What follows belongs to an exercise in optimizing a design on an open flow for small area, a short achievable clock period and few clock cycles per item; a production flow would make more cautious choices.
Only simulation tests tie the RTL to the original design; equivalence was not proved.
Power is estimated from default activity; no workload was simulated.

## flow/design.v (module list and top-level ports; edited modules follow where they fit)
// module csa_fa: 4 lines
// module csa_ha: 4 lines
// module csa_hai: 4 lines
// module csa_xnor: 3 lines
// module csa_or: 3 lines
// module bicubic_tree1: 299 lines
// module bicubic_tree2: 254 lines
// module bicubic_tree3: 250 lines
// module bicubic_pnext: 88 lines
// module bicubic_resampler: 308 lines
// module bicubic_coef: 14 lines
module bicubic_resampler #(
    parameter int LEN_W = bicubic_pkg::LEN_W
) (
    input  wire logic              CLK,
    input  wire logic              RST,
    input  wire logic              start_i,
    input  wire logic [LEN_W-1:0]  src_len_i,
    input  wire logic [LEN_W-1:0]  dst_len_i,
    input  wire logic              src_valid_i,
    input  wire bicubic_pkg::pix_t src_pix_i,
    output logic                   src_ready_o,
    output logic                   out_valid_o,
    output bicubic_pkg::pix_t      out_pix_o,
    input  wire logic              out_ready_i,
    output logic                   done_o
);
  // ...
==> flow/flow/run.sh <==
#!/bin/bash
set -euo pipefail
sed 's/ SETUP_SLACK_MARGIN=[0-9.]* / SETUP_SLACK_MARGIN=6.4 /' standard.sh > standard_margin.sh
grep -q 'SETUP_SLACK_MARGIN=6.4' standard_margin.sh
bash standard_margin.sh > standard.log 2>&1
==> flow/standard.sh <==
#!/bin/bash
# synth_recipe.tcl (not shown) runs the flow's synth.tcl, then flattens the netlist and writes it again
# the make line also repeats each setting of config.mk as NAME=value (left out here)
make -C /OpenROAD-flow-scripts/flow DESIGN_CONFIG=/design/flow/config.mk WORK_HOME=/design/flow/orfs CLKGATE_MAP_FILE= SYNTH_SCRIPT=/design/flow/synth_recipe.tcl "${@:-finish}"
==> flow/config.mk <==
export PLATFORM = sky130hd
export DESIGN_NAME = bicubic_resampler
export DESIGN_NICKNAME = bicubic_resampler
export VERILOG_FILES = /design/flow/design.v
export SDC_FILE = /design/flow/constraint.sdc
export NUM_CORES = 4
export LEC_CHECK = 0
export ABC_CLOCK_PERIOD_IN_PS = 4000
export CAP_MARGIN = 20
export CORE_MARGIN = 2
export CORE_UTILIZATION = 55
export SETUP_SLACK_MARGIN = 5
export SLEW_MARGIN = 20
export SYNTH_HIERARCHICAL = 1
==> flow/constraint.sdc <==
create_clock -name core_clock -period 10.0 [get_ports {CLK}]
set_input_delay 2.0000 -clock core_clock [delete_from_list [all_inputs] [get_ports {CLK}]]
set_output_delay 2.0000 -clock core_clock [all_outputs]
set_load 0.01 [all_outputs]
==> summary.md, run 1 <==
| Metric | Value |
|---|---|
| Worst-path fanout max | `11` |
| Setup TNS Final | `0 ns` |
| Initial antenna violation count | `1` |
| DIE AREA | `~51000 µm²` |
| Top Consumer | `combinational cells` |
| Largest net degree at the start of global routing | `57` |
| H-tree Lvls | `2` |
| Syn_area_per_cell | `10.22 µm²` |
| Met3 routed WL | `2114 µm` |
| Gate Count Post-Synth | `2667` |
| CP startpoint | `out_ready_i` |
| Nonclk inv count | `172` |
| Critical path depth in cells | `5` |
| Detailed placement HPWL | `44420 µm` |
| VDD IR max | `between 0.0003 and 0.0004 V` |
| Reg2Reg Depth | `11` |
| Status | `timing/DRC/antenna clean` |
| M3 GR Usage | `0.02734` |
| Minimum clock period | `3.489 ns` |
| Fin. Hold Viols | `0` |
| Most frequent cells in the layout | `448 x nand2_1, 237 x fa_1, 234 x dfxtp_1, 163 x edfxtp_1, 161 x inv_1` |
| Hold-critical path depth | `0` |
| Max FFs per register | `56` |
| Overall Global Routing Usage | `0.2318` |
| Fin cells | `3319` |
| Overflow after GRT | `0` |
| Skew final | `0.01475 ns` |
| Crit path buffers/inverters | `2` |
| Finished Core Util | `0.6046` |
| Combinational power | `0.00489 W` |
| First-pass GRT wire length | `around 95000 µm` |
| Met1 Use GR | `0.3019` |
| HP Start | `x1[0]` |
| DR pass1 iterations | `5` |
| Clock-pin slew of the registers on the worst-case setup and hold paths | `roughly 0.06 ns` |
| Met2 WL | `28960 µm` |
| Wire per inst | `17.46 µm` |
| ANT cells | `0` |
| Req. time, crit path | `10.32 ns` |
| Biggest Area Class | `multi-input gates` |
| P per Cell Area | `315.3 nW/µm²` |
| Count of plain and timing-repair buffers | `75` |
| Worst setup EP type | `register` |
| Total wire length | `57960 µm` |
| Final instance area | `29600 µm²` |
Testbench counts, summed over its fixed seeds: cycles 18,916, items 16,987.
==> inputs of run 2 (changes only) <==
==> flow/flow/run.sh (replaced) <==
#!/bin/bash
set -euo pipefail
sed 's/ SETUP_SLACK_MARGIN=[0-9.]* / SETUP_SLACK_MARGIN=6.6 /' standard.sh > standard_margin.sh
grep -q 'SETUP_SLACK_MARGIN=6.6' standard_margin.sh
bash standard_margin.sh > standard.log 2>&1
--- a/flow/config.mk
+++ b/flow/config.mk
@@ -11,2 +11,3 @@
 export CORE_UTILIZATION = 55
+export PLACE_DENSITY = 0.85
 export SETUP_SLACK_MARGIN = 5
==> summary.md, run 2 <==
| Metric | Value |
|---|---|
| CP top delay family | `buffers and inverters (unchanged)` |
| CTS hold repair buffers | `0 (unchanged)` |
| Most Crowded Layer GR | `met2 (unchanged)` |
| Relative slew slack | `0.2821 (was 0.2878)` |
| DRT iter0 DRCs | `1497 (was 977)` |
| Overall Global Routing Usage | `0.2337 (was 0.2318)` |
| Most frequent cells in the layout | `448 x nand2_1, 236 x fa_1, 234 x dfxtp_1, 163 x edfxtp_1, 154 x inv_1 (was 448 x nand2_1, 237 x fa_1, 234 x dfxtp_1, 163 x edfxtp_1, 161 x inv_1)` |
| M3 GR Usage | `0.03291 (was 0.02734)` |
| WP data arrival | `3.65 ns (was 3.80 ns)` |
| Antenna viol nets, final | `0 (unchanged)` |
| Routed vias/inst | `5.739 (was 5.525)` |
| Setup TNS Final | `0 ns (unchanged)` |
| Area grow syn2layout | `9.889% (was 8.549%)` |
| Worst-path fanout max | `36 (was 11)` |
| Total wire length | `59240 µm (was 57960 µm)` |
| Worst-path cell chain | `clkdlybuf4s50_1 > nand2b_1 > buf_6 > o21ai_0 > a21oi_4 > buf_12 (was clkdlybuf4s50_1 > and2_1 > inv_2 > nor2_4 > mux2_2)` |
| Gpl congestion | `0.9519 (was 0.8438)` |
| DIE AREA | `51370 µm² (unchanged)` |
| Die X | `226.7 µm (unchanged)` |
| DRC | `0 (unchanged)` |
| Skew final | `0.02073 ns (was 0.01475 ns)` |
| RSZ-0062 raised after global routing | `true (unchanged)` |
| HP Start | `pp1[7] (was x1[0])` |
| Met1 Use GR | `0.2998 (was 0.3019)` |
| R2r endpoint | `xn[7] (was pa[9])` |
| Leakage | `10.92 nW (was 10.83 nW)` |
| Nets | `3061 (was 3048)` |
| ANT cells | `0 (unchanged)` |
| Initial antenna violation count | `1 (unchanged)` |
| Syn_area_per_cell | `10.22 µm² (unchanged)` |
| Via count | `19100 (was 18337)` |
| Setup Crit Path Kind | `in -> reg (unchanged)` |
| Status | `timing/DRC/antenna clean (unchanged)` |
| M2 GR Usage | `0.4044 (was 0.4060)` |
| Gate Count Post-Synth | `2667 (unchanged)` |
| Max FFs per register | `56 (unchanged)` |
| Worst r2r src | `den[3] (was p3[1])` |
| Clock Tree Root | `clkbuf_16 (unchanged)` |
| VDD IR max | `0.0002839 V (was 0.0003459 V)` |
| Hold_ws | `0.3168 ns (was 0.3174 ns)` |
| CP max-delay cell | `clkdlybuf4s50_1 (unchanged)` |
| Biggest register | `qe (unchanged)` |
| Clock-pin slew of the registers on the worst-case setup and hold paths | `0.06 ns (about the same)` |
| Worst setup EP type | `register (unchanged)` |
| Minimum clock period | `3.376 ns (was 3.489 ns)` |
| Number of global-route vias before repair | `19880 (was 19016)` |
| Worst hold path type | `reg -> reg (unchanged)` |
| Reg2Reg Depth | `14 (was 11)` |
| TritonCTS Buffers | `43 (was 45)` |
| Worst slew pin tran | `1.077 ns (was 1.057 ns)` |
| H-tree Lvls | `2 (unchanged)` |
| Worst reg-to-reg setup slack | `6.66 ns (was 6.51 ns)` |
| CTS tree | `built (unchanged)` |
| Final setup fails | `0 (unchanged)` |
| Hold-critical path depth | `0 (unchanged)` |
| Most common cell after layout, fill and taps aside | `nand2_1 (unchanged)` |
| Max-slew violations | `0 (unchanged)` |
| Clock latency (worst-skew pair) | `0.57 ns (about the same)` |
| Critical path depth in cells | `6 (was 5)` |
| FMAX | `296.2 MHz (was 286.6 MHz)` |
| Crit path buffers/inverters | `3 (was 2)` |
| Cell Rows | `81 (unchanged)` |
| DR pass1 iterations | `5 (unchanged)` |
| Fin. Hold Viols | `0 (unchanged)` |
| Syn Nets | `3097 (unchanged)` |
| Critical Path Start Type | `primary input (unchanged)` |
| Layout cells sized above 1 | `0.1220 (was 0.1006)` |
| Io pins | `38 (unchanged)` |
| Fin crit share | `0.3376 (was 0.3489)` |
| CP max stage delay | `0.46 ns (was 0.54 ns)` |
| Core box area | `48950 µm² (unchanged)` |
| Total clock sinks | `407 (unchanged)` |
| Initial core utilization | `0.5570 (unchanged)` |
| Netlist Area Pre-Place | `27260 µm² (unchanged)` |
| Die height | `226.7 µm (unchanged)` |
| First-pass GRT wire length | `97060 µm (was 95120 µm)` |
| Maximum clock path buffer count | `3 (unchanged)` |
| Req. time, crit path | `10.28 ns (was 10.32 ns)` |
| P per Cell Area | `321.3 nW/µm² (was 315.3 nW/µm²)` |
| Overflow after GRT | `0 (unchanged)` |
| Detailed placement HPWL | `42390 µm (was 44420 µm)` |
| Port buffer count | `37 (unchanged)` |
| Max Cap Viol | `0 (unchanged)` |
| Yosys warns | `10 (unchanged)` |
| Wire per inst | `17.80 µm (was 17.46 µm)` |
| CP startpoint | `start_i (was out_ready_i)` |
| Endpoint, Worst Hold | `pp2[7] (was x2[0])` |
| Largest net degree at the start of global routing | `57 (unchanged)` |
==> run 2: cell types whose count changed in the layout (fill, tap and decap cells not counted), moves of 7 or more <==
cell / change
ha_1: -8
clkdlybuf4s50_1: -13
ha_4: +8
buf_4: +10
inv_1: -7
dlygate4sd2_1: +12
==> run 2: per-stage QoR <==
stage / cell area, µm² / cells / util / setup slack (ns) / power [W]
3_3_place_gp: 27680 / 3200 / 0.5654 / 5.611 / 0.007181
2_1_floorplan: 27390 / 2667 / - / 6.438 / 0.006766
6_report: 29960 / 3328 / 0.6121 / 6.624 / 0.009627
4_1_cts: 29500 / 3301 / 0.6027 / 6.509 / 0.009415
3_5_place_dp: 27680 / 3200 / 0.5654 / 5.614 / 0.007454
5_1_grt: 29960 / 3328 / 0.6121 / 6.487 / 0.01032
==> run 2: cell type report <==
cell class,count,area [µm²]
fill,3589,18990
multi-input combinational,1916,16370
sequential,407,9794
clock buffer,61,1299
tap,664,830.8
timing repair buffer,91,774.5
inverter,172,685.7
clock inverter,17,203.9
==> run 2: how the worst max path moves through the flow <==
stage               slack, ns     end
finish                   6.62   xn[1]
global route             6.49  den[5]
CTS                      6.51   xn[7]
detailed placement       5.61   en[5]
global placement         5.61   en[5]
floorplan                6.44   en[5]
==> run 2: layer usage <==
| layer | share of wire | wire [µm] |
|---|---|---|
| met2 | 0.50 | 29720 |
| met5 | 0.00022 | 13 |
| met4 | 0.028 | 1666 |
| met1 | 0.41 | 24060 |
| met3 | 0.064 | 3780 |
==> run 2: power breakdown <==
part | total, W | internal (W) | switching [W] | leakage [nW]
registers | 0.00273 | 0.00233 | 0.000393 | 3.53
clock network | 0.00167 | 0.000992 | 0.000674 | 0.733
logic | 0.00523 | 0.00236 | 0.00287 | 6.66
total | 0.00963 | 0.00569 | 0.00394 | 10.9
==> run 2: timing repair <==
| item | 4_1_cts | 5_1_grt |
|---|---|---|
| pin swaps | 10 | 22 |
| gates resized for setup | 79 | 88 |
| setup endpoints to repair | 74 | 63 |
| buffers inserted | 23 | 26 |
==> inputs of run 3 (changes only) <==
--- a/flow/config.mk
+++ b/flow/config.mk
@@ -11,3 +11,2 @@
 export CORE_UTILIZATION = 55
-export PLACE_DENSITY = 0.85
 export SETUP_SLACK_MARGIN = 5
==> summary.md, run 3 <==
| Metric | Value |
|---|---|
| Status | `timing/DRC/antenna clean (unchanged)` |
| Largest net degree at the start of global routing | `57 (unchanged)` |
| Worst-path cell chain | `clkdlybuf4s50_1 > nand2b_1 > buf_12 > inv_6 > a211oi_4 > nand2_1 > o32ai_1 > a21oi_1 > o21ai_1 (was clkdlybuf4s50_1 > nand2b_1 > buf_6 > o21ai_0 > a21oi_4 > buf_12)` |
| Netlist Area Pre-Place | `27260 µm² (unchanged)` |
| CP max stage delay | `0.44 ns (was 0.46 ns)` |
| Dpl cell area | `27720 µm² (was 27680 µm²)` |
| CTS hold repair buffers | `0 (unchanged)` |
| Crit path buffers/inverters | `3 (unchanged)` |
| H-tree Lvls | `2 (unchanged)` |
| Most common cell after layout, fill and taps aside | `nand2_1 (unchanged)` |
| Final total power | `0.009589 W (was 0.009627 W)` |
| TritonCTS Buffers | `45 (was 43)` |
| Die height | `226.7 µm (unchanged)` |
| Gate Count Post-Synth | `2667 (unchanged)` |
| Number of global-route vias before repair | `18892 (was 19880)` |
| VDD IR max | `0.0003454 V (was 0.0002839 V)` |
| Fin. Hold Viols | `0 (unchanged)` |
| Hold_ws | `0.3216 ns (was 0.3168 ns)` |
| Worst setup EP type | `register (unchanged)` |
| Detailed placement HPWL | `44490 µm (was 42390 µm)` |
| Req. time, crit path | `10.41 ns (was 10.28 ns)` |
| Max Cap Viol | `0 (unchanged)` |
| Routed vias/inst | `5.518 (was 5.739)` |
| RSZ-0062 raised after global routing | `true (unchanged)` |
| Final setup fails | `0 (unchanged)` |
| Clock latency (worst-skew pair) | `0.58 ns (was 0.57 ns)` |
| P per Cell Area | `318.8 nW/µm² (was 321.3 nW/µm²)` |
| WP data arrival | `3.82 ns (was 3.65 ns)` |
| Io pins | `38 (unchanged)` |
| Layout cells sized above 1 | `0.1256 (was 0.1220)` |
| Max-slew violations | `0 (unchanged)` |
| Setup TNS Final | `0 ns (unchanged)` |
| Core box area | `48950 µm² (unchanged)` |
| Relative slew slack | `0.3265 (was 0.2821)` |
| Worst slew pin tran | `1.010 ns (was 1.077 ns)` |
| Fin crit share | `0.3407 (was 0.3376)` |
| Setup Crit Path Kind | `in -> reg (unchanged)` |
| DIE AREA | `51370 µm² (unchanged)` |
| Syn Nets | `3097 (unchanged)` |
| Port buffer count | `37 (unchanged)` |
| Initial antenna violation count | `1 (unchanged)` |
| FMAX | `293.6 MHz (was 296.2 MHz)` |
| Worst-path fanout max | `40 (was 36)` |
| Max FFs per register | `56 (unchanged)` |
| Skew final | `0.01504 ns (was 0.02073 ns)` |
| Gpl congestion | `0.8801 (was 0.9519)` |
| CP top delay family | `buffers and inverters (unchanged)` |
| Yosys warns | `10 (unchanged)` |
| Overall Global Routing Usage | `0.2381 (was 0.2337)` |
| Clock Tree Root | `clkbuf_16 (unchanged)` |
| First-pass GRT wire length | `97150 µm (was 97060 µm)` |
| Most frequent cells in the layout | `448 x nand2_1, 236 x fa_1, 233 x dfxtp_1, 163 x edfxtp_1, 156 x inv_1 (was 448 x nand2_1, 236 x fa_1, 234 x dfxtp_1, 163 x edfxtp_1, 154 x inv_1)` |
| Area grow syn2layout | `10.32% (was 9.889%)` |
| Clock-pin slew of the registers on the worst-case setup and hold paths | `0.06 ns (about the same)` |
| CTS tree | `built (unchanged)` |
| Biggest register | `qe (unchanged)` |
| Syn_area_per_cell | `10.22 µm² (unchanged)` |
| Initial core utilization | `0.5570 (unchanged)` |
| CP max-delay cell | `clkdlybuf4s50_1 (unchanged)` |
| DR pass1 iterations | `5 (unchanged)` |
| Worst hold path type | `reg -> reg (unchanged)` |
| Critical Path Start Type | `primary input (unchanged)` |
| DRT iter0 DRCs | `1025 (was 1497)` |
| Cell Rows | `81 (unchanged)` |
| Total wire length | `59300 µm (was 59240 µm)` |
| Maximum clock path buffer count | `3 (unchanged)` |
| Nets | `3069 (was 3061)` |
| Overflow after GRT | `0 (unchanged)` |
| Die X | `226.7 µm (unchanged)` |
| Final instance area | `30080 µm² (was 29960 µm²)` |
| Antenna viol nets, final | `0 (unchanged)` |
| Via count | `18430 (was 19100)` |
| DRC | `0 (unchanged)` |
| Minimum clock period | `3.407 ns (was 3.376 ns)` |
| Total clock sinks | `407 (unchanged)` |
| Wire per inst | `17.75 µm (was 17.80 µm)` |
| Leakage | `11.00 nW (was 10.92 nW)` |
-- run 3: repair_timing --
item	in CTS	in global routing
gates resized for setup	86	66
pin swaps	6	23
setup buffers	30	19
setup endpoints to repair	81	47
cloned	1	0
-- run 3: per-layer routing --
metal | part of all wire | routed length (µm) | up-vias | GRT usage
met4 | 0.025 | 1461 | 0 | 0.06749
met2 | 0.49 | 29280 | 375 | 0.4154
met5 | 0 | 0 | - | 0
li1 | - | - | 8853 | -
met1 | 0.44 | 26110 | 9100 | 0.3131
met3 | 0.041 | 2442 | 102 | 0.02695
-- run 3: path summary, 6_finish.rpt --
check	end	slack, ns	depth (start not counted)	start
worst max-delay path	en[5]	6.59	9	start_i
worst min-delay path	x4[7]	0.32	0	x3[7]
worst max register to register	den[6]	6.64	16	den[5]
worst min register to register	x4[7]	0.32	0	x3[7]
-- run 3: worst reg2reg max path, cell delays in order, from the launching register on --
cell      delay [ns]
edfxtp_1        0.42
inv_2           0.21
ha_1            0.37
o21ai_1         0.22
nand2_1         0.09
o21ai_2         0.08
buf_8           0.23
nand2_1         0.10
o21ai_2         0.09
ha_1            0.25
nor2b_1         0.13
o21a_1          0.21
o21ai_4         0.23
nand3_2         0.14
o311ai_4        0.11
xnor2_2         0.15
a21oi_1         0.08
-- run 3: cell type report --
type / instances / area [µm²]
tap: 664 / 830.8
clock buffer: 63 / 1371
antenna: 1 / 2.502
timing repair buffer: 96 / 805.8
sequential: 407 / 9806
clock inverter: 20 / 196.4
multi-input combinational: 1917 / 16400
fill: 4097 / 18870
inverter: 172 / 663.1
-- run 3: through the flow --
step                      std cells  utilization  worst slack (ns)
after floorplan                2667            -             6.438
after global placement         3206       0.5663             5.530
after detailed placement       3206       0.5663             5.432
after CTS                      3320       0.6065             6.460
after global routing           3340       0.6144             6.491
final                          3340       0.6144             6.593
-- run 3: power by group --
group | internal [W] | switching (W) | leakage, nW
Sequential | 0.00234 | 0.000397 | 3.53
Combinational | 0.00236 | 0.00279 | 6.68
Clock | 0.00102 | 0.000689 | 0.786
Total | 0.00571 | 0.00388 | 11.0
==> inputs of run 4 (changes only) <==
--- a/flow/config.mk
+++ b/flow/config.mk
@@ -11,2 +11,3 @@
 export CORE_UTILIZATION = 55
+export PLACE_DENSITY = 0.75
 export SETUP_SLACK_MARGIN = 5
==> summary.md, run 4 <==
| Metric | Value |
|---|---|
| Status | `timing/DRC/antenna clean (unchanged)` |
| Port buffer count | `37 (unchanged)` |
| Overall Global Routing Usage | `0.2269 (was 0.2381)` |
| Syn Nets | `3097 (unchanged)` |
| Minimum clock period | `3.350 ns (was 3.407 ns)` |
| Clock latency (worst-skew pair) | `0.57 ns (was 0.58 ns)` |
| Total wire length | `57080 µm (was 59300 µm)` |
| Most common cell after layout, fill and taps aside | `nand2_1 (unchanged)` |
| Leakage | `10.93 nW (was 11.00 nW)` |
| VDD IR max | `0.0002384 V (was 0.0003454 V)` |
| Number of global-route vias before repair | `19143 (was 18892)` |
| Relative slew slack | `0.3122 (was 0.3265)` |
| Yosys warns | `10 (unchanged)` |
| Fin crit share | `0.3350 (was 0.3407)` |
| Layout cells sized above 1 | `0.1224 (was 0.1256)` |
| WP data arrival | `3.68 ns (was 3.82 ns)` |
| DRC | `0 (unchanged)` |
| Worst setup EP type | `register (unchanged)` |
| Post-place setup slack | `5.452 ns (was 5.432 ns)` |
| Syn_area_per_cell | `10.22 µm² (unchanged)` |
| TritonCTS Buffers | `45 (unchanged)` |
| Routed vias/inst | `5.617 (was 5.518)` |
| H-tree Lvls | `2 (unchanged)` |
| Fin. Hold Viols | `0 (unchanged)` |
| Initial core utilization | `0.5570 (unchanged)` |
| Req. time, crit path | `10.33 ns (was 10.41 ns)` |
| # fillers | `3900 (was 4097)` |
| Io pins | `38 (unchanged)` |
| Cell Rows | `81 (unchanged)` |
| DR pass1 iterations | `6 (was 5)` |
| Core box area | `48950 µm² (unchanged)` |
| Overflow after GRT | `0 (unchanged)` |
| Wire per inst | `17.11 µm (was 17.75 µm)` |
| Gpl congestion | `0.8831 (was 0.8801)` |
| P per Cell Area | `319.6 nW/µm² (was 318.8 nW/µm²)` |
| Skew final | `0.02138 ns (was 0.01504 ns)` |
| Max FFs per register | `56 (unchanged)` |
| Die X | `226.7 µm (unchanged)` |
| CTS tree | `built (unchanged)` |
| Initial antenna violation count | `0 (was 1)` |
| Gate Count Post-Synth | `2667 (unchanged)` |
| Biggest register | `qe (unchanged)` |
| Via count | `18737 (was 18430)` |
| Max-slew violations | `0 (unchanged)` |
| Clock-pin slew of the registers on the worst-case setup and hold paths | `0.06 ns (about the same)` |
| Worst slew pin tran | `1.021 ns (was 1.010 ns)` |
| Maximum clock path buffer count | `3 (unchanged)` |
| First-pass GRT wire length | `94050 µm (was 97150 µm)` |
| DRT iter0 DRCs | `1484 (was 1025)` |
| FMAX | `298.5 MHz (was 293.6 MHz)` |
| ANT cells | `0 (was 1)` |
| CTS hold repair buffers | `0 (unchanged)` |
| Setup Crit Path Kind | `reg -> reg (was in -> reg)` |
| Largest net degree at the start of global routing | `41 (was 57)` |
| Most frequent cells in the layout | `447 x nand2_1, 236 x fa_1, 235 x dfxtp_1, 163 x edfxtp_1, 153 x inv_1 (was 448 x nand2_1, 236 x fa_1, 233 x dfxtp_1, 163 x edfxtp_1, 156 x inv_1)` |
| RSZ-0062 raised after global routing | `true (unchanged)` |
| Antenna viol nets, final | `0 (unchanged)` |
| Max Cap Viol | `0 (unchanged)` |
| Total clock sinks | `407 (unchanged)` |
| Area grow syn2layout | `9.991% (was 10.32%)` |
| Worst hold path type | `reg -> reg (unchanged)` |
| Setup TNS Final | `0 ns (unchanged)` |
| Die height | `226.7 µm (unchanged)` |
| Final setup fails | `0 (unchanged)` |
| Critical Path Start Type | `register (was primary input)` |
| Detailed placement HPWL | `41540 µm (was 44490 µm)` |
| Worst-path fanout max | `5 (was 40)` |
| Netlist Area Pre-Place | `27260 µm² (unchanged)` |
| Clock Tree Root | `clkbuf_16 (unchanged)` |
| Nets | `3066 (was 3069)` |
| DIE AREA | `51370 µm² (unchanged)` |
| PnR worst setup slack | `6.650 ns (was 6.593 ns)` |
run 4: what timing repair did:
action | CTS | global route
setup endpoints to repair | 78 | 46
buffers inserted | 19 | 29
cloned | 1 | 1
endpoints found under the hold margin | 0 | 0
pin swaps | 6 | 12
gates resized for setup | 70 | 93
run 4: worst max-delay path, stage by stage (launching register included):
cell,delay (ns)
edfxtp_1,0.43
inv_4,0.14
ha_1,0.31
nand3_1,0.12
o21ai_1,0.09
nor3_2,0.28
o21bai_4,0.13
fa_2,0.36
a21o_1,0.18
a21oi_2,0.17
o21bai_1,0.11
a211o_1,0.30
a31oi_1,0.20
xnor2_1,0.10
a22o_1,0.18
run 4: final timing paths:
path / from / end / slack, ns / cells after the start
setup / recovery: den[3] / xn[7] / 6.65 / 14
setup reg to reg: den[3] / xn[7] / 6.65 / 14
hold reg to reg: x1[7] / x2[7] / 0.32 / 0
hold / removal: x1[7] / x2[7] / 0.32 / 0
run 4: layout make-up:
cell class                 count  area (µm²)  area share
multi-input combinational   1917       16380      0.5461
sequential                   407        9793      0.3266
clock buffer                  64        1329     0.04431
tap                          664       830.8     0.02770
timing repair buffer          93       777.0     0.02591
inverter                     172       683.2     0.02278
clock inverter                19       197.7    0.006592
run 4: layer usage:
| layer | vias to the layer above | track usage | share of wire |
|---|---|---|---|
| li1 | 8854 | - | - |
| met1 | 9204 | 0.3010 | 0.44 |
| met2 | 572 | 0.3823 | 0.48 |
| met3 | 107 | 0.03564 | 0.061 |
| met4 | 0 | 0.07173 | 0.023 |
| met5 | - | 0 | 0 |
run 4: power by group:
| group | switching, W | leakage, nW | internal (W) |
|---|---|---|---|
| clock network | 0.000679 | 0.747 | 0.00101 |
| logic | 0.00282 | 6.65 | 0.00235 |
| registers | 0.000393 | 3.53 | 0.00233 |
run 4: per-stage QoR:
step	cell area, µm²	hold slack, ns	util	power, W	instances
after CTS	29480	0.3232	0.6023	0.009356	3306
after detailed placement	27710	0.3121	0.5661	0.007417	3203
after global placement	27690	0.3097	0.5657	0.007231	3202
after global routing	29990	0.3217	0.6126	0.01028	3336
after floorplan	27390	0.3096	-	0.006766	2667
final	29990	0.3211	0.6126	0.009586	3336
==> inputs of run 5 (changes only) <==
--- a/flow/config.mk
+++ b/flow/config.mk
@@ -11,2 +11,3 @@
 export CORE_UTILIZATION = 55
+export GPL_ROUTABILITY_DRIVEN = 0
 export PLACE_DENSITY = 0.75
==> summary.md, run 5 <==
| Metric | Value |
|---|---|
| Status | `timing/DRC/antenna clean (unchanged)` |
| Final total power | `0.009580 W (was 0.009586 W)` |
| CP max stage delay | `0.53 ns (was 0.43 ns)` |
| Minimum clock period | `3.406 ns (was 3.350 ns)` |
| Clock-pin slew of the registers on the worst-case setup and hold paths | `0.06 ns (about the same)` |
| DRT iter0 DRCs | `1465 (was 1484)` |
| TritonCTS Buffers | `43 (was 45)` |
| Setup Crit Path Kind | `reg -> reg (unchanged)` |
| Routed vias/inst | `5.667 (was 5.617)` |
| FMAX | `293.6 MHz (was 298.5 MHz)` |
| Worst setup EP type | `register (unchanged)` |
| Overflow after GRT | `0 (unchanged)` |
| Skew final | `0.03195 ns (was 0.02138 ns)` |
| Io pins | `38 (unchanged)` |
| Critical Path Start Type | `register (unchanged)` |
| First-pass GRT wire length | `93530 µm (was 94050 µm)` |
| WP data arrival | `3.81 ns (was 3.68 ns)` |
| Port buffer count | `37 (unchanged)` |
| Total wire length | `57000 µm (was 57080 µm)` |
| Multi-input gate area in the final layout | `16450 µm² (was 16380 µm²)` |
| Most frequent CP cell | `fa_1` |
| Netlist Area Pre-Place | `27260 µm² (unchanged)` |
| ANT cells | `0 (unchanged)` |
| CTS hold repair buffers | `0 (unchanged)` |
| DRC | `0 (unchanged)` |
| Maximum clock path buffer count | `3 (unchanged)` |
| Number of global-route vias before repair | `19141 (was 19143)` |
| VDD IR max | `0.0002658 V (was 0.0002384 V)` |
| Die height | `226.7 µm (unchanged)` |
| Initial core utilization | `0.5570 (unchanged)` |
| P per Cell Area | `320.0 nW/µm² (was 319.6 nW/µm²)` |
| Yosys warns | `10 (unchanged)` |
| Hold_ws | `0.3170 ns (was 0.3211 ns)` |
| Gate Count Post-Synth | `2667 (unchanged)` |
| Max FFs per register | `56 (unchanged)` |
| Max-slew violations | `0 (unchanged)` |
| Layout cells sized above 1 | `0.1232 (was 0.1224)` |
| H-tree Lvls | `2 (unchanged)` |
| RSZ-0062 raised after global routing | `true (unchanged)` |
| Wire per inst | `17.09 µm (was 17.11 µm)` |
| Syn_area_per_cell | `10.22 µm² (unchanged)` |
| Initial antenna violation count | `0 (unchanged)` |
| Syn Nets | `3097 (unchanged)` |
| Relative slew slack | `0.3416 (was 0.3122)` |
| Clock Tree Root | `clkbuf_16 (unchanged)` |
| Req. time, crit path | `10.41 ns (was 10.33 ns)` |
| Detailed placement HPWL | `41440 µm (was 41540 µm)` |
| Die X | `226.7 µm (unchanged)` |
| Cell Rows | `81 (unchanged)` |
| PnR worst setup slack | `6.594 ns (was 6.650 ns)` |
| Max Cap Viol | `0 (unchanged)` |
| Worst-path cell chain | `ha_1 > fa_1 > fa_1 > ha_4 > nand3_2 > o2111ai_4 > a31oi_2 > xnor2_1 > inv_1 > a22o_1 > a22oi_1 (was inv_4 > ha_1 > nand3_1 > o21ai_1 > nor3_2 > o21bai_4 > fa_2 > a21o_1 > a21oi_2 > o21bai_1 > a211o_1 > a31oi_1 > xnor2_1 > a22o_1)` |
| Biggest register | `qe (unchanged)` |
| Via count | `18899 (was 18737)` |
| Area grow syn2layout | `9.802% (was 9.991%)` |
| Largest net degree at the start of global routing | `57 (was 41)` |
| Worst slew pin tran | `0.9875 ns (was 1.021 ns)` |
| Clock latency (worst-skew pair) | `0.58 ns (was 0.57 ns)` |
| Setup TNS Final | `0 ns (unchanged)` |
| CP max-delay cell | `fa_1 (was edfxtp_1)` |
| Nets | `3068 (was 3066)` |
| Leakage | `10.88 nW (was 10.93 nW)` |
| Antenna viol nets, final | `0 (unchanged)` |
| Most common cell after layout, fill and taps aside | `nand2_1 (unchanged)` |
| Worst-path fanout max | `6 (was 5)` |
| Total clock sinks | `407 (unchanged)` |
| Worst hold path type | `reg -> reg (unchanged)` |
| DR pass1 iterations | `5 (was 6)` |
| Most frequent cells in the layout | `447 x nand2_1, 236 x fa_1, 233 x dfxtp_1, 163 x edfxtp_1, 153 x inv_1 (was 447 x nand2_1, 236 x fa_1, 235 x dfxtp_1, 163 x edfxtp_1, 153 x inv_1)` |
| CTS tree | `built (unchanged)` |
| Overall Global Routing Usage | `0.2252 (was 0.2269)` |
| Final setup fails | `0 (unchanged)` |
| FF/Latch Area | `9796 µm² (was 9793 µm²)` |
| # fillers | `3771 (was 3900)` |
| DIE AREA | `51370 µm² (unchanged)` |
| Fin crit share | `0.3406 (was 0.3350)` |
| Core box area | `48950 µm² (unchanged)` |
| Fin. Hold Viols | `0 (unchanged)` |
| Post-place setup slack | `5.512 ns (was 5.452 ns)` |
==> run 5: per-stage QoR <==
step / util / cell area (µm²) / instances
after floorplan: - / 27390 / 2667
after global placement: 0.5657 / 27690 / 3202
after detailed placement: 0.5657 / 27690 / 3202
after CTS: 0.6002 / 29380 / 3303
after global routing: 0.6116 / 29940 / 3335
final: 0.6116 / 29940 / 3335
==> run 5: metal layers <==
metal  part of all wire  routed length, µm  GRT usage
met3              0.065               3706    0.03602
met2               0.48              27300     0.3803
met1               0.43              24440     0.2971
met5                  0                  0          0
met4              0.027               1561    0.07173
==> run 5: what timing repair did <==
item / in CTS / in global routing
pin swaps: 8 / 15
gates resized for setup: 75 / 99
setup buffers: 22 / 30
endpoints found under the setup margin: 90 / 61
gates cloned: 1 / 1
==> run 5: path summary, 6_finish.rpt <==
check        startpoint     end  slack (ns)  cells after the start
min              pp2[2]  pp3[2]        0.32                      0
max               p3[2]   pa[9]        6.59                     11
max reg2reg       p3[2]   pa[9]        6.59                     11
min reg2reg      pp2[2]  pp3[2]        0.32                      0
==> run 5: critical path, delay by kind of cell, from the launching register on <==
kind,cells,cell delay (ns)
compound gates,4,0.79
xor+xnor,1,0.21
fa+ha+maj,4,1.61
buf+inv,1,0.08
flops,1,0.44
simple gates,1,0.10
==> run 5: where the power goes <==
part / switching, W / total, W / internal, W / leakage (nW)
registers: 0.000393 / 0.00273 / 0.00233 / 3.53
clock network: 0.000677 / 0.00154 / 0.000868 / 0.658
logic: 0.00286 / 0.00531 / 0.00245 / 6.69
==> run 5: final cells by class <==
class,instances,area share
Clock buffer,57,0.03945
Clock inverter,21,0.005642
Inverter,172,0.02269
Multi-Input combinational cell,1917,0.5493
Sequential cell,407,0.3272
Tap cell,664,0.02775
Timing Repair Buffer,97,0.02792
==> inputs of run 6 (changes only) <==
--- a/flow/config.mk
+++ b/flow/config.mk
@@ -8,9 +8,8 @@
 export ABC_CLOCK_PERIOD_IN_PS = 4000
-export CAP_MARGIN = 20
+export CAP_MARGIN = 10
 export CORE_MARGIN = 2
 export CORE_UTILIZATION = 55
-export GPL_ROUTABILITY_DRIVEN = 0
 export PLACE_DENSITY = 0.75
 export SETUP_SLACK_MARGIN = 5
-export SLEW_MARGIN = 20
+export SLEW_MARGIN = 10
 export SYNTH_HIERARCHICAL = 1
==> summary.md, run 6 <==
| Metric | Value |
|---|---|
| DIE AREA | `51370 µm² (unchanged)` |
| Nets | `3066 (was 3068)` |
| Total wire length | `57310 µm (was 57000 µm)` |
| M3 GR Usage | `0.03654 (was 0.03602)` |
| RSZ-0062 raised after global routing | `true (unchanged)` |
| Leakage | `11.01 nW (was 10.88 nW)` |
| Final setup fails | `0 (unchanged)` |
| DR pass1 iterations | `6 (was 5)` |
| Most frequent cells in the layout | `447 x nand2_1, 236 x fa_1, 234 x dfxtp_1, 163 x edfxtp_1, 156 x inv_1 (was 447 x nand2_1, 236 x fa_1, 233 x dfxtp_1, 163 x edfxtp_1, 153 x inv_1)` |
| Largest net degree at the start of global routing | `57 (unchanged)` |
| Port buffer count | `37 (unchanged)` |
| Clock latency (worst-skew pair) | `0.59 ns (was 0.58 ns)` |
| Total clock sinks | `407 (unchanged)` |
| Critical Path Start Type | `register (unchanged)` |
| Detailed placement HPWL | `41470 µm (was 41440 µm)` |
| Cell Rows | `81 (unchanged)` |
| Worst r2r src | `en[4] (was p3[2])` |
| Layout cells sized above 1 | `0.1257 (was 0.1232)` |
| Skew final | `0.01940 ns (was 0.03195 ns)` |
| Minimum clock period | `3.368 ns (was 3.406 ns)` |
| PnR worst setup slack | `6.632 ns (was 6.594 ns)` |
| Wire per inst | `17.18 µm (was 17.09 µm)` |
| Die height | `226.7 µm (unchanged)` |
| Maximum clock path buffer count | `3 (unchanged)` |
| First-pass GRT wire length | `94230 µm (was 93530 µm)` |
| Fin. Hold Viols | `0 (unchanged)` |
| DRC | `0 (unchanged)` |
| VDD IR max | `0.0002678 V (was 0.0002658 V)` |
| Worst setup EP type | `register (unchanged)` |
| CP max-delay cell | `edfxtp_1 (was fa_1)` |
| Yosys warns | `10 (unchanged)` |
| Met1 Use GR | `0.3035 (was 0.2971)` |
| CP startpoint | `en[4] (was p3[2])` |
| Max FFs per register | `56 (unchanged)` |
| ANT cells | `0 (unchanged)` |
| Netlist Area Pre-Place | `27260 µm² (unchanged)` |
| Gpl congestion | `0.8831` |
| CTS hold repair buffers | `0 (unchanged)` |
| Worst hold path type | `reg -> reg (unchanged)` |
| Worst-path cell chain | `ha_1 > nand3_1 > o21ai_1 > nor3_2 > o21bai_4 > fa_2 > a21o_1 > a21oi_2 > o21bai_1 > a211o_1 > a31oi_1 > xnor2_1 > a22o_1 (was ha_1 > fa_1 > fa_1 > ha_4 > nand3_2 > o2111ai_4 > a31oi_2 > xnor2_1 > inv_1 > a22o_1 > a22oi_1)` |
| Worst-path fanout max | `4 (was 6)` |
| HP Start | `x3[1] (was pp2[2])` |
| Number of global-route vias before repair | `19031 (was 19141)` |
| M2 GR Usage | `0.3828 (was 0.3803)` |
| # fillers | `3872 (was 3771)` |
| Most Crowded Layer GR | `met2 (unchanged)` |
| Most common cell after layout, fill and taps aside | `nand2_1 (unchanged)` |
| Clock Tree Root | `clkbuf_16 (unchanged)` |
| Antenna viol nets, final | `0 (unchanged)` |
| Status | `timing/DRC/antenna clean (unchanged)` |
| FF/Latch Area | `9794 µm² (was 9796 µm²)` |
| CTS tree | `built (unchanged)` |
| H-tree Lvls | `2 (unchanged)` |
| Syn Nets | `3097 (unchanged)` |
| Fin crit share | `0.3368 (was 0.3406)` |
| Overall Global Routing Usage | `0.2268 (was 0.2252)` |
| Io pins | `38 (unchanged)` |
| Max-slew violations | `0 (unchanged)` |
| Routed vias/inst | `5.599 (was 5.667)` |
| TritonCTS Buffers | `45 (was 43)` |
| Area grow syn2layout | `10.34% (was 9.802%)` |
| Req. time, crit path | `10.34 ns (was 10.41 ns)` |
| Via count | `18684 (was 18899)` |
| Relative slew slack | `0.3035 (was 0.3416)` |
| DRT iter0 DRCs | `1466 (was 1465)` |
| Gate Count Post-Synth | `2667 (unchanged)` |
| CP max stage delay | `0.52 ns (was 0.53 ns)` |
| Setup TNS Final | `0 ns (unchanged)` |
| Multi-input gate area in the final layout | `16370 µm² (was 16450 µm²)` |
| Overflow after GRT | `0 (unchanged)` |
| Hold_ws | `0.3223 ns (was 0.3170 ns)` |
| P per Cell Area | `322.1 nW/µm² (was 320.0 nW/µm²)` |
| Setup Crit Path Kind | `reg -> reg (unchanged)` |
| WP data arrival | `3.71 ns (was 3.81 ns)` |
| Syn_area_per_cell | `10.22 µm² (unchanged)` |
| Post-place setup slack | `5.465 ns (was 5.512 ns)` |
| FMAX | `296.9 MHz (was 293.6 MHz)` |
| Max Cap Viol | `0 (unchanged)` |
| Core box area | `48950 µm² (unchanged)` |
| Initial antenna violation count | `0 (unchanged)` |
| Initial core utilization | `0.5570 (unchanged)` |
| Biggest register | `qe (unchanged)` |
| Die X | `226.7 µm (unchanged)` |
| Clock-pin slew of the registers on the worst-case setup and hold paths | `0.06 ns (about the same)` |
| Worst slew pin tran | `1.034 ns (was 0.9875 ns)` |
-- run 6: path summary, 6_finish.rpt --
path / end / slack, ns / depth (start not counted)
worst max register to register: xn[7] / 6.63 / 13
worst max-delay path: xn[7] / 6.63 / 13
worst min register to register: x4[1] / 0.32 / 0
worst min-delay path: x4[1] / 0.32 / 0
-- run 6: through the flow --
step / instances / instance area (µm²) / util / power, W
floorplan: 2667 / 27390 / - / 0.006766
global placement: 3202 / 27690 / 0.5657 / 0.007231
detailed placement: 3202 / 27690 / 0.5657 / 0.007425
CTS: 3308 / 29560 / 0.6039 / 0.009404
global route: 3337 / 30080 / 0.6146 / 0.01039
finish: 3337 / 30080 / 0.6146 / 0.009689
-- run 6: final cells by class --
class / instances / share of cell area
multi-input combinational: 1917 / 0.5442
clock inverter: 35 / 0.01264
sequential: 407 / 0.3256
inverter: 172 / 0.02229
tap: 664 / 0.02762
clock buffer: 49 / 0.04001
timing repair buffer: 93 / 0.02770
-- run 6: layer usage --
layer	up-vias	part of all wire
met4	0	0.021
met3	98	0.061
li1	8843	-
met1	9160	0.44
met2	583	0.48
met5	-	0
-- run 6: what timing repair did --
item,in CTS,in global routing
resized for setup,74,83
pin swaps,5,22
buffers inserted,21,26
setup endpoints to repair,78,63
cloned,1,2
-- run 6: where the power goes --
group | switching (W) | internal [W]
Combinational | 0.00285 | 0.00238
Sequential | 0.000391 | 0.00233
Clock | 0.000739 | 0.000999
Total | 0.00398 | 0.00571
-- run 6: worst max-delay path, delay by kind of cell, from the launching register on --
family | cells | cell delay [ns]
adders and majority gates | 2 | 0.74
AOI/OAI and AO/OA | 8 | 1.37
xor gates and xnor gates | 1 | 0.10
DFF | 1 | 0.52
and+or+nand+nor | 2 | 0.39
==> inputs of run 7 (changes only) <==
--- a/flow/config.mk
+++ b/flow/config.mk
@@ -8,8 +8,10 @@
 export ABC_CLOCK_PERIOD_IN_PS = 4000
-export CAP_MARGIN = 10
+export CAP_MARGIN = 20
 export CORE_MARGIN = 2
 export CORE_UTILIZATION = 55
+export CTS_CLUSTER_DIAMETER = 100
+export CTS_CLUSTER_SIZE = 30
 export PLACE_DENSITY = 0.75
 export SETUP_SLACK_MARGIN = 5
-export SLEW_MARGIN = 10
+export SLEW_MARGIN = 20
 export SYNTH_HIERARCHICAL = 1
==> summary.md, run 7 <==
| Metric | Value |
|---|---|
| Clock-pin slew of the registers on the worst-case setup and hold paths | `0.11 ns (was 0.06 ns)` |
| DRC | `0 (unchanged)` |
| Cell Rows | `81 (unchanged)` |
| Metal-1 WL | `24300 µm (was 25060 µm)` |
| # fillers | `4030 (was 3872)` |
| Syn_area_per_cell | `10.22 µm² (unchanged)` |
| Max FFs per register | `56 (unchanged)` |
| Placed Cells | `3203 (was 3202)` |
| Max-slew violations | `0 (unchanged)` |
| Setup TNS Final | `0 ns (unchanged)` |
| Largest net degree at the start of global routing | `41 (was 57)` |
| Yosys warns | `10 (unchanged)` |
| VDD IR max | `0.0002425 V (was 0.0002678 V)` |
| H-tree Lvls | `1 (was 2)` |
| Area grow syn2layout | `6.447% (was 10.34%)` |
| ANT cells | `0 (unchanged)` |
| Initial antenna violation count | `0 (unchanged)` |
| DR top layer | `met4 (unchanged)` |
| Worst slew pin tran | `1.026 ns (was 1.034 ns)` |
| Routed vias/inst | `5.631 (was 5.599)` |
| Nets | `3043 (was 3066)` |
| Minimum clock period | `3.351 ns (was 3.368 ns)` |
| Port buffer count | `37 (unchanged)` |
| WP data arrival | `3.66 ns (was 3.71 ns)` |
| P per Cell Area | `303.3 nW/µm² (was 322.1 nW/µm²)` |
| Setup Crit Path Kind | `reg -> reg (unchanged)` |
| DIE AREA | `51370 µm² (unchanged)` |
| CTS tree | `built (unchanged)` |
| Multi-input gate area in the final layout | `16360 µm² (was 16370 µm²)` |
| Fin crit share | `0.3351 (was 0.3368)` |
| Max Cap Viol | `0 (unchanged)` |
| Initial core utilization | `0.5570 (unchanged)` |
| Crit path buffers/inverters | `2 (was 0)` |
| FF/Latch Area | `9797 µm² (was 9794 µm²)` |
| First-pass GRT wire length | `92090 µm (was 94230 µm)` |
| Status | `timing/DRC/antenna clean (unchanged)` |
| Most common cell after layout, fill and taps aside | `nand2_1 (unchanged)` |
| Most frequent cells in the layout | `447 x nand2_1, 234 x fa_1, 234 x dfxtp_1, 163 x edfxtp_1, 153 x inv_1 (was 447 x nand2_1, 236 x fa_1, 234 x dfxtp_1, 163 x edfxtp_1, 156 x inv_1)` |
| Leakage | `10.46 nW (was 11.01 nW)` |
| Netlist Area Pre-Place | `27260 µm² (unchanged)` |
| Total clock sinks | `407 (unchanged)` |
| RSZ-0062 raised after global routing | `true (unchanged)` |
| Gate Count Post-Synth | `2667 (unchanged)` |
| Overflow after GRT | `0 (unchanged)` |
| Relative slew slack | `0.3086 (was 0.3035)` |
| Layout cells sized above 1 | `0.1087 (was 0.1257)` |
| Die height | `226.7 µm (unchanged)` |
| Number of global-route vias before repair | `18742 (was 19031)` |
| Total wire length | `55500 µm (was 57310 µm)` |
| CP max stage delay | `0.45 ns (was 0.52 ns)` |
| Critical Path Start Type | `register (unchanged)` |
| Req. time, crit path | `10.31 ns (was 10.34 ns)` |
| Die X | `226.7 µm (unchanged)` |
| Overall Global Routing Usage | `0.2202 (was 0.2268)` |
| Worst setup EP type | `register (unchanged)` |
| Syn Nets | `3097 (unchanged)` |
| Wire per inst | `16.88 µm (was 17.18 µm)` |
| Maximum clock path buffer count | `3 (unchanged)` |
| Via count | `18510 (was 18684)` |
| DR pass1 iterations | `5 (was 6)` |
| CP top delay family | `compound AO/OA/AOI/OAI gates (unchanged)` |
| Worst hold path type | `reg -> reg (unchanged)` |
| Detailed placement HPWL | `41540 µm (was 41470 µm)` |
| Clock latency (worst-skew pair) | `0.56 ns (was 0.59 ns)` |
| Worst-path fanout max | `6 (was 4)` |
| Gpl congestion | `0.8831 (unchanged)` |
| Antenna viol nets, final | `0 (unchanged)` |
| Io pins | `38 (unchanged)` |
| DRT iter0 DRCs | `1490 (was 1466)` |
| Biggest register | `qe (unchanged)` |
| Clock Tree Root | `clkbuf_16 (unchanged)` |
| Met2 WL | `26720 µm (was 27540 µm)` |
| Fin cells | `3287 (was 3337)` |
| FMAX | `298.4 MHz (was 296.9 MHz)` |
| Met3 routed WL | `3475 µm (was 3491 µm)` |
| Core box area | `48950 µm² (unchanged)` |
| Skew final | `0.02717 ns (was 0.01940 ns)` |
| Fin. Hold Viols | `0 (unchanged)` |
| Final setup fails | `0 (unchanged)` |
| CP max-delay cell | `a221o_2 (was edfxtp_1)` |
| TritonCTS Buffers | `18 (was 45)` |
| Most frequent CP cell | `ha_1` |
| Worst-path cell chain | `buf_4 > ha_1 > nor2b_1 > o21a_1 > nor2_1 > xnor2_1 > ha_1 > a31oi_4 > inv_2 > a221o_2 > mux2i_2 > o211ai_1 (was ha_1 > nand3_1 > o21ai_1 > nor3_2 > o21bai_4 > fa_2 > a21o_1 > a21oi_2 > o21bai_1 > a211o_1 > a31oi_1 > xnor2_1 > a22o_1)` |
## run 7: final timing paths
| kind | startpoint | endpoint | slack (ns) | cells past startpoint |
|---|---|---|---|---|
| worst min register to register | x3[7] | x4[7] | 0.33 | 0 |
| worst max-delay path | en[0] | en[6] | 6.65 | 12 |
| worst max register to register | en[0] | en[6] | 6.65 | 12 |
| worst min-delay path | x3[7] | x4[7] | 0.33 | 0 |
## run 7: power by group
group / switching, W / internal, W
sequential: 0.000385 / 0.00233
combinational: 0.00282 / 0.00238
clock: 0.000536 / 0.000353
total: 0.00374 / 0.00507
## run 7: through the flow
| stage | total power [W] | utilization | instance area (µm²) | worst slack (ns) | hold WS (ns) |
|---|---|---|---|---|---|
| finish | 0.008802 | 0.5929 | 29020 | 6.649 | 0.3275 |
| global route | 0.009499 | 0.5929 | 29020 | 6.529 | 0.3346 |
| detailed placement | 0.007417 | 0.5661 | 27710 | 5.452 | 0.3121 |
| global placement | 0.007231 | 0.5657 | 27690 | 5.525 | 0.3097 |
| floorplan | 0.006766 | - | 27390 | 6.438 | 0.3096 |
| CTS | 0.008610 | 0.5841 | 28590 | 6.469 | 0.3252 |
## run 7: layer usage
layer,GRT usage,up-vias
met4,0.05306,0
met3,0.02993,74
met5,0,-
li1,-,8773
met2,0.3762,595
met1,0.2971,9068
## run 7: final cells by class
class | count | area share
Timing Repair Buffer | 97 | 0.02824
Inverter | 172 | 0.02315
Clock buffer | 25 | 0.01643
Multi-Input combinational cell | 1917 | 0.5637
Clock inverter | 5 | 0.002328
Tap cell | 664 | 0.02863
Sequential cell | 407 | 0.3376
## run 7: what timing repair did
item | 4_1_cts | 5_1_grt
setup buffers | 27 | 25
setup endpoints to repair | 79 | 59
gates cloned | 1 | 1
hold buffers | 0 | 0
hold endpoints to repair | 0 | 0
pin swaps | 9 | 18
resized for setup | 78 | 86
## run 7: worst register-to-register path, cell delays in order, from the launching register on
cell and delay (ns):
edfxtp_1 0.44, buf_4 0.20, ha_1 0.27, nor2b_1 0.19, o21a_1 0.14, nor2_1 0.05, xnor2_1 0.33, ha_1 0.37
a31oi_4 0.22, inv_2 0.07, a221o_2 0.45, mux2i_2 0.27, o211ai_1 0.12
==> inputs of run 8 (changes only) <==
--- a/flow/config.mk
+++ b/flow/config.mk
@@ -12,3 +12,3 @@
 export CTS_CLUSTER_DIAMETER = 100
-export CTS_CLUSTER_SIZE = 30
+export CTS_CLUSTER_SIZE = 26
 export PLACE_DENSITY = 0.75
==> summary.md, run 8 <==
| Metric | Value |
|---|---|
| Netlist Area Pre-Place | `27260 µm² (unchanged)` |
| Reg2Reg Depth | `12 (unchanged)` |
| # fillers | `4016 (was 4030)` |
| Core box area | `48950 µm² (unchanged)` |
| Placed Cells | `3203 (unchanged)` |
| Gate Count Post-Synth | `2667 (unchanged)` |
| DR top layer | `met4 (unchanged)` |
| Worst-path fanout max | `5 (was 6)` |
| CTS tree | `built (unchanged)` |
| Antenna viol nets, final | `0 (unchanged)` |
| Overflow after GRT | `0 (unchanged)` |
| Dpl cell area | `27710 µm² (unchanged)` |
| Overall Global Routing Usage | `0.2206 (was 0.2202)` |
| Fin. Hold Viols | `0 (unchanged)` |
| Via count | `18541 (was 18510)` |
| Clock latency (worst-skew pair) | `0.55 ns (was 0.56 ns)` |
| RSZ-0062 raised after global routing | `true (unchanged)` |
| DRT iter0 DRCs | `1400 (was 1490)` |
| Max-slew violations | `0 (unchanged)` |
| PnR worst setup slack | `6.606 ns (was 6.649 ns)` |
| DR pass1 iterations | `5 (unchanged)` |
| Minimum clock period | `3.394 ns (was 3.351 ns)` |
| Final setup fails | `0 (unchanged)` |
| Yosys warns | `10 (unchanged)` |
| Maximum clock path buffer count | `3 (unchanged)` |
| Worst r2r src | `en[3] (was en[0])` |
| TritonCTS Buffers | `19 (was 18)` |
| Initial core utilization | `0.5570 (unchanged)` |
| FF/Latch Area | `9797 µm² (unchanged)` |
| Setup Crit Path Kind | `reg -> reg (unchanged)` |
| Area grow syn2layout | `6.599% (was 6.447%)` |
| Largest net degree at the start of global routing | `41 (unchanged)` |
| Fin cells | `3287 (unchanged)` |
| FMAX | `294.6 MHz (was 298.4 MHz)` |
| Syn Nets | `3097 (unchanged)` |
| Worst reg-to-reg setup slack | `6.61 ns (was 6.65 ns)` |
| WP data arrival | `3.70 ns (was 3.66 ns)` |
| ANT cells | `0 (unchanged)` |
| H-tree Lvls | `1 (unchanged)` |
| Max FFs per register | `56 (unchanged)` |
| Worst setup EP type | `register (unchanged)` |
| Post-place setup slack | `5.452 ns (unchanged)` |
| Skew final | `0.01707 ns (was 0.02717 ns)` |
| Wire per inst | `16.99 µm (was 16.88 µm)` |
| Relative slew slack | `0.3150 (was 0.3086)` |
| Clock-pin slew of the registers on the worst-case setup and hold paths | `0.11 ns (about the same)` |
| Layout cells sized above 1 | `0.1067 (was 0.1087)` |
| First-pass GRT wire length | `92120 µm (was 92090 µm)` |
| Total clock sinks | `407 (unchanged)` |
| DIE AREA | `51370 µm² (unchanged)` |
| Biggest register | `qe (unchanged)` |
| Setup TNS Final | `0 ns (unchanged)` |
| DRC | `0 (unchanged)` |
| Io pins | `38 (unchanged)` |
| Status | `timing/DRC/antenna clean (unchanged)` |
| Worst slew pin tran | `1.017 ns (was 1.026 ns)` |
| Die height | `226.7 µm (unchanged)` |
| Final instance area | `29060 µm² (was 29020 µm²)` |
| Cell Rows | `81 (unchanged)` |
| Port buffer count | `37 (unchanged)` |
| Met2 WL | `26690 µm (was 26720 µm)` |
| Fin crit share | `0.3394 (was 0.3351)` |
| Total wire length | `55850 µm (was 55500 µm)` |
| Most frequent cells in the layout | `447 x nand2_1, 235 x fa_1, 234 x dfxtp_1, 163 x edfxtp_1, 155 x inv_1 (was 447 x nand2_1, 234 x fa_1, 234 x dfxtp_1, 163 x edfxtp_1, 153 x inv_1)` |
| Nets | `3043 (unchanged)` |
| Routed vias/inst | `5.641 (was 5.631)` |
| R2r endpoint | `en[6] (unchanged)` |
| Initial antenna violation count | `0 (unchanged)` |
| Die X | `226.7 µm (unchanged)` |
| Multi-input gate area in the final layout | `16360 µm² (about the same)` |
| Worst hold path type | `reg -> reg (unchanged)` |
| Most common cell after layout, fill and taps aside | `nand2_1 (unchanged)` |
| Clock Tree Root | `clkbuf_16 (unchanged)` |
| Met3 routed WL | `3311 µm (was 3475 µm)` |
| Leakage | `10.47 nW (was 10.46 nW)` |
| Number of global-route vias before repair | `18784 (was 18742)` |
| Setup crit end | `en[6] (unchanged)` |
| P per Cell Area | `304.2 nW/µm² (was 303.3 nW/µm²)` |
| Max Cap Viol | `0 (unchanged)` |
| Finished Core Util | `0.5937 (was 0.5929)` |
| Gpl congestion | `0.8831 (unchanged)` |
| Critical Path Start Type | `register (unchanged)` |
| Detailed placement HPWL | `41540 µm (unchanged)` |
| CP startpoint | `en[3] (was en[0])` |
| VDD IR max | `0.0002231 V (was 0.0002425 V)` |
| Metal-1 WL | `24720 µm (was 24300 µm)` |
| Syn_area_per_cell | `10.22 µm² (unchanged)` |
| Req. time, crit path | `10.31 ns (about the same)` |
run 8: how the worst min path moves through the flow:
| stage | startpoint | to | cells after the start |
|---|---|---|---|
| 2_1_floorplan | c1[0] | c2[0] | 0 |
| 3_5_place_dp | pp3[3] | pp4[3] | 0 |
| 6_report | x1[7] | x2[7] | 0 |
| 4_1_cts | x1[7] | x2[7] | 0 |
| 5_1_grt | pp2[3] | pp3[3] | 0 |
| 3_3_place_gp | x1[5] | x2[5] | 0 |
run 8: critical path: stages, from the launching register on:
cell      delay (ns)
edfxtp_1        0.47
buf_4           0.19
ha_1            0.38
o21ai_2         0.12
a21oi_4         0.21
nor2_1          0.10
ha_1            0.34
a21o_1          0.19
a31oi_4         0.18
inv_1           0.12
a221o_2         0.46
mux2i_2         0.27
o211ai_1        0.11
run 8: layout make-up:
class                   count  area share
repair buffers             96     0.02871
clock inverters             3    0.001076
multi-input cells        1917      0.5630
clock buffers              28     0.01825
well taps                 664     0.02858
inverters                 172     0.02329
flip-flops and latches    407      0.3371
run 8: per-layer routing:
layer | up-vias | global-route usage
li1 | 8776 | -
met1 | 9089 | 0.2979
met2 | 595 | 0.3758
met3 | 81 | 0.02993
met4 | 0 | 0.05560
met5 | - | 0
run 8: metrics by stage:
step | hold WS [ns] | power (W)
final | 0.3230 | 0.008841
after global routing | 0.3274 | 0.009536
after CTS | 0.3208 | 0.008582
after detailed placement | 0.3121 | 0.007417
after global placement | 0.3097 | 0.007231
after floorplan | 0.3096 | 0.006766
run 8: repair_timing:
action | in CTS | in global routing
resized for setup | 78 | 84
buffers inserted | 23 | 27
hold endpoints to repair | 0 | 0
setup endpoints to repair | 82 | 52
hold buffers | 0 | 0
pin swaps | 8 | 12
cloned | 1 | 2
run 8: power breakdown:
| part | switching [W] | total, W | internal [W] | leakage, nW |
|---|---|---|---|---|
| Clock | 0.000522 | 0.000910 | 0.000388 | 0.277 |
| Combinational | 0.00282 | 0.00522 | 0.00239 | 6.67 |
| Sequential | 0.000386 | 0.00271 | 0.00233 | 3.53 |
| Total | 0.00373 | 0.00884 | 0.00511 | 10.5 |
==> inputs of run 9 (changes only) <==
--- a/flow/config.mk
+++ b/flow/config.mk
@@ -12,4 +12,4 @@
 export CTS_CLUSTER_DIAMETER = 100
-export CTS_CLUSTER_SIZE = 26
-export PLACE_DENSITY = 0.75
+export CTS_CLUSTER_SIZE = 22
+export PLACE_DENSITY = 0.8
 export SETUP_SLACK_MARGIN = 5
==> summary.md, run 9 <==
| Metric | Value |
|---|---|
| Status | `timing/DRC/antenna clean (unchanged)` |
| Syn_area_per_cell | `10.22 µm² (unchanged)` |
| Layout cells sized above 1 | `0.1052 (was 0.1067)` |
| Gate Count Post-Synth | `2667 (unchanged)` |
| Fin crit share | `0.3394 (about the same)` |
| Setup TNS Final | `0 ns (unchanged)` |
| Worst r2r src | `p3[5] (was en[3])` |
| Placed Cells | `3202 (was 3203)` |
| Port buffer count | `37 (unchanged)` |
| HP Start | `x1[0] (was x1[7])` |
| Req. time, crit path | `10.49 ns (was 10.31 ns)` |
| Syn Nets | `3097 (unchanged)` |
| Finished Core Util | `0.5936 (was 0.5937)` |
| Fin. Hold Viols | `0 (unchanged)` |
| First-pass GRT wire length | `94090 µm (was 92120 µm)` |
| ANT cells | `0 (unchanged)` |
| Worst-path fanout max | `11 (was 5)` |
| Reg2Reg Depth | `11 (was 12)` |
| Total clock sinks | `407 (unchanged)` |
| FMAX | `294.7 MHz (was 294.6 MHz)` |
| CTS tree | `built (unchanged)` |
| Power share of the sequential group | `0.307 (about the same)` |
| Cell Rows | `81 (unchanged)` |
| Number of global-route vias before repair | `19202 (was 18784)` |
| Most common cell after layout, fill and taps aside | `nand2_1 (unchanged)` |
| Clock latency (worst-skew pair) | `0.56 ns (was 0.55 ns)` |
| # fillers | `3857 (was 4016)` |
| Gpl congestion | `0.9373 (was 0.8831)` |
| Detailed placement HPWL | `42260 µm (was 41540 µm)` |
| R2r endpoint | `pa[9] (was en[6])` |
| Die X | `226.7 µm (unchanged)` |
| Pint | `0.005097 W (was 0.005112 W)` |
| Max-slew violations | `0 (unchanged)` |
| Yosys warns | `10 (unchanged)` |
| Routed vias/inst | `5.683 (was 5.641)` |
| VDD IR max | `0.0003145 V (was 0.0002231 V)` |
| Relative slew slack | `0.3141 (was 0.3150)` |
| Nets | `3042 (was 3043)` |
| Overflow after GRT | `0 (unchanged)` |
| Largest net degree at the start of global routing | `57 (was 41)` |
| Dpl cell area | `27690 µm² (was 27710 µm²)` |
| Max Cap Viol | `0 (unchanged)` |
| Fin cells | `3287 (unchanged)` |
| Via count | `18681 (was 18541)` |
| Leakage | `10.48 nW (was 10.47 nW)` |
| Switch share | `0.4244 (was 0.4218)` |
| Most frequent cells in the layout | `448 x nand2_1, 236 x fa_1, 235 x dfxtp_1, 163 x edfxtp_1, 152 x inv_1 (was 447 x nand2_1, 235 x fa_1, 234 x dfxtp_1, 163 x edfxtp_1, 155 x inv_1)` |
| Worst slew pin tran | `1.018 ns (was 1.017 ns)` |
| TritonCTS Buffers | `22 (was 19)` |
| Worst reg-to-reg setup slack | `6.62 ns (was 6.61 ns)` |
| DIE AREA | `51370 µm² (unchanged)` |
| Skew final | `0.04178 ns (was 0.01707 ns)` |
| Final setup fails | `0 (unchanged)` |
| DR pass1 iterations | `8 (was 5)` |
| Net Sw Power | `0.003758 W (was 0.003729 W)` |
| Clock Power Share | `0.107 (was 0.103)` |
| Critical Path Start Type | `primary input (was register)` |
| Minimum clock period | `3.394 ns (about the same)` |
| WP data arrival | `3.88 ns (was 3.70 ns)` |
| Initial core utilization | `0.5570 (unchanged)` |
| Overall Global Routing Usage | `0.2242 (was 0.2206)` |
| Netlist Area Pre-Place | `27260 µm² (unchanged)` |
| Io pins | `38 (unchanged)` |
| Biggest register | `qe (unchanged)` |
| Hold-critical path depth | `0 (unchanged)` |
| Worst hold path type | `reg -> reg (unchanged)` |
| Endpoint, Worst Hold | `x2[0] (was x2[7])` |
| Antenna viol nets, final | `0 (unchanged)` |
| Comb power frac | `0.586 (was 0.590)` |
| Clock-pin slew of the registers on the worst-case setup and hold paths | `0.09 ns (was 0.11 ns)` |
| Final instance area | `29060 µm² (about the same)` |
| Die height | `226.7 µm (unchanged)` |
| Initial antenna violation count | `0 (unchanged)` |
| Maximum clock path buffer count | `3 (unchanged)` |
| Area grow syn2layout | `6.576% (was 6.599%)` |
| Total wire length | `57030 µm (was 55850 µm)` |
| RSZ-0062 raised after global routing | `true (unchanged)` |
| Wire per inst | `17.35 µm (was 16.99 µm)` |
| Setup Crit Path Kind | `in -> reg (was reg -> reg)` |
| DRC | `0 (unchanged)` |
| Max FFs per register | `56 (unchanged)` |
| DRT iter0 DRCs | `1590 (was 1400)` |
| Clock Tree Root | `clkbuf_16 (unchanged)` |
| H-tree Lvls | `1 (unchanged)` |
| Worst setup EP type | `register (unchanged)` |
| Core box area | `48950 µm² (unchanged)` |
| CTS hold repair buffers | `0 (unchanged)` |
| P per Cell Area | `304.7 nW/µm² (was 304.2 nW/µm²)` |
==> run 9: through the flow <==
stage	power [W]	hold slack (ns)	setup WS, ns
6_report	0.008855	0.3173	6.606
3_3_place_gp	0.007184	0.3099	5.658
3_5_place_dp	0.007432	0.3121	5.588
2_1_floorplan	0.006766	0.3096	6.438
5_1_grt	0.009541	0.3275	6.496
4_1_cts	0.008565	0.3179	6.528
==> run 9: power groups by stage <==
stage               logic (W)  registers [W]  clock network [W]
floorplan             0.00426        0.00251                  0
global placement      0.00443        0.00275                  0
detailed placement    0.00467        0.00277                  0
CTS                   0.00488        0.00271           0.000972
global route          0.00574        0.00277            0.00103
finish                0.00519        0.00272           0.000952
==> run 9: timing repair <==
action	CTS	global route
gates resized for setup	68	94
cloned	1	1
endpoints found under the setup margin	81	55
setup buffers	23	24
pin swaps	6	17
==> run 9: worst max-delay path by stage <==
stage | from | end | slack [ns] | cells after the start
after global routing | p3[5] | pa[9] | 6.50 | 11
after CTS | den[5] | den[6] | 6.53 | 16
after detailed placement | src_len_i[1] | en[3] | 5.59 | 9
after floorplan | dst_len_i[1] | en[5] | 6.44 | 10
final | out_ready_i | done_r | 6.61 | 6
after global placement | dst_len_i[4] | en[5] | 5.66 | 10
==> run 9: layout make-up <==
type	instances	area, µm²	area share
multi-input cells	1917	16340	0.5625
well taps	664	830.8	0.02859
inverters	172	666.9	0.02295
flip-flops and latches	407	9796	0.3371
repair buffers	92	790.8	0.02721
clock inverters	2	27.53	0.0009473
clock buffers	33	601.8	0.02071
==> run 9: worst max-delay path, stage by stage <==
cell	delay [ns]
clkdlybuf4s50_1	0.56
and2_2	0.31
inv_4	0.13
nor3_1	0.56
a21oi_1	0.16
nor3_1	0.15
==> run 9: metal layers <==
metal / vias up / global-route usage / routed length, µm / part of all wire
li1: 8768 / - / - / -
met1: 9106 / 0.2965 / 24200 / 0.42
met2: 650 / 0.3872 / 27720 / 0.49
met3: 157 / 0.02825 / 3244 / 0.057
met4: 0 / 0.06409 / 1863 / 0.033
met5: - / 0 / 0 / 0

[what the ideal ports hide]
No port has a modelled driver above. Below, the same layouts with a new extraction and two added sets of constraints. Step 1, drivers: a clkbuf_16 drives CLK and a buf_2 each remaining input, both assumed. Step 2 moves the port delays by t, midway between the first and last clock arrival at a register: inputs arrive t later, outputs are due t later. That takes back most of the time a late clock gives input paths. Slacks: no drivers / after step 1 / after step 2; pairs: no drivers / after step 1.
| run | shift t [ns] | setup WS [ns] | hold slack, ns | clock arrival spread, ns |
|---|---|---|---|---|
| run 1 | 0.627 | 6.511 / 6.460 / 5.919 | 0.317 / 0.317 / 0.317 | 0.021 / 0.020 |
| run 2 | 0.616 | 6.624 / 6.656 / 6.042 | 0.317 / 0.317 / 0.317 | 0.022 / 0.022 |
| run 3 | 0.626 | 6.593 / 6.628 / 6.002 | 0.322 / 0.322 / 0.322 | 0.016 / 0.016 |
| run 4 | 0.617 | 6.650 / 6.650 / 6.083 | 0.321 / 0.321 / 0.321 | 0.021 / 0.021 |
| run 5 | 0.621 | 6.594 / 6.594 / 6.023 | 0.317 / 0.317 / 0.317 | 0.032 / 0.033 |
| run 6 | 0.641 | 6.632 / 6.632 / 6.053 | 0.322 / 0.322 / 0.322 | 0.024 / 0.023 |
| run 7 | 0.607 | 6.649 / 6.649 / 6.104 | 0.328 / 0.328 / 0.328 | 0.032 / 0.033 |
| run 8 | 0.601 | 6.606 / 6.606 / 6.082 | 0.323 / 0.323 / 0.323 | 0.020 / 0.021 |
| run 9 | 0.600 | 6.606 / 6.618 / 6.031 | 0.317 / 0.317 / 0.317 | 0.049 / 0.050 |
After both steps setup and hold are still met in every run listed. The setup slack of run 1, which loses most, moves by -0.051 ns with the drivers and by -0.592 ns with both steps.
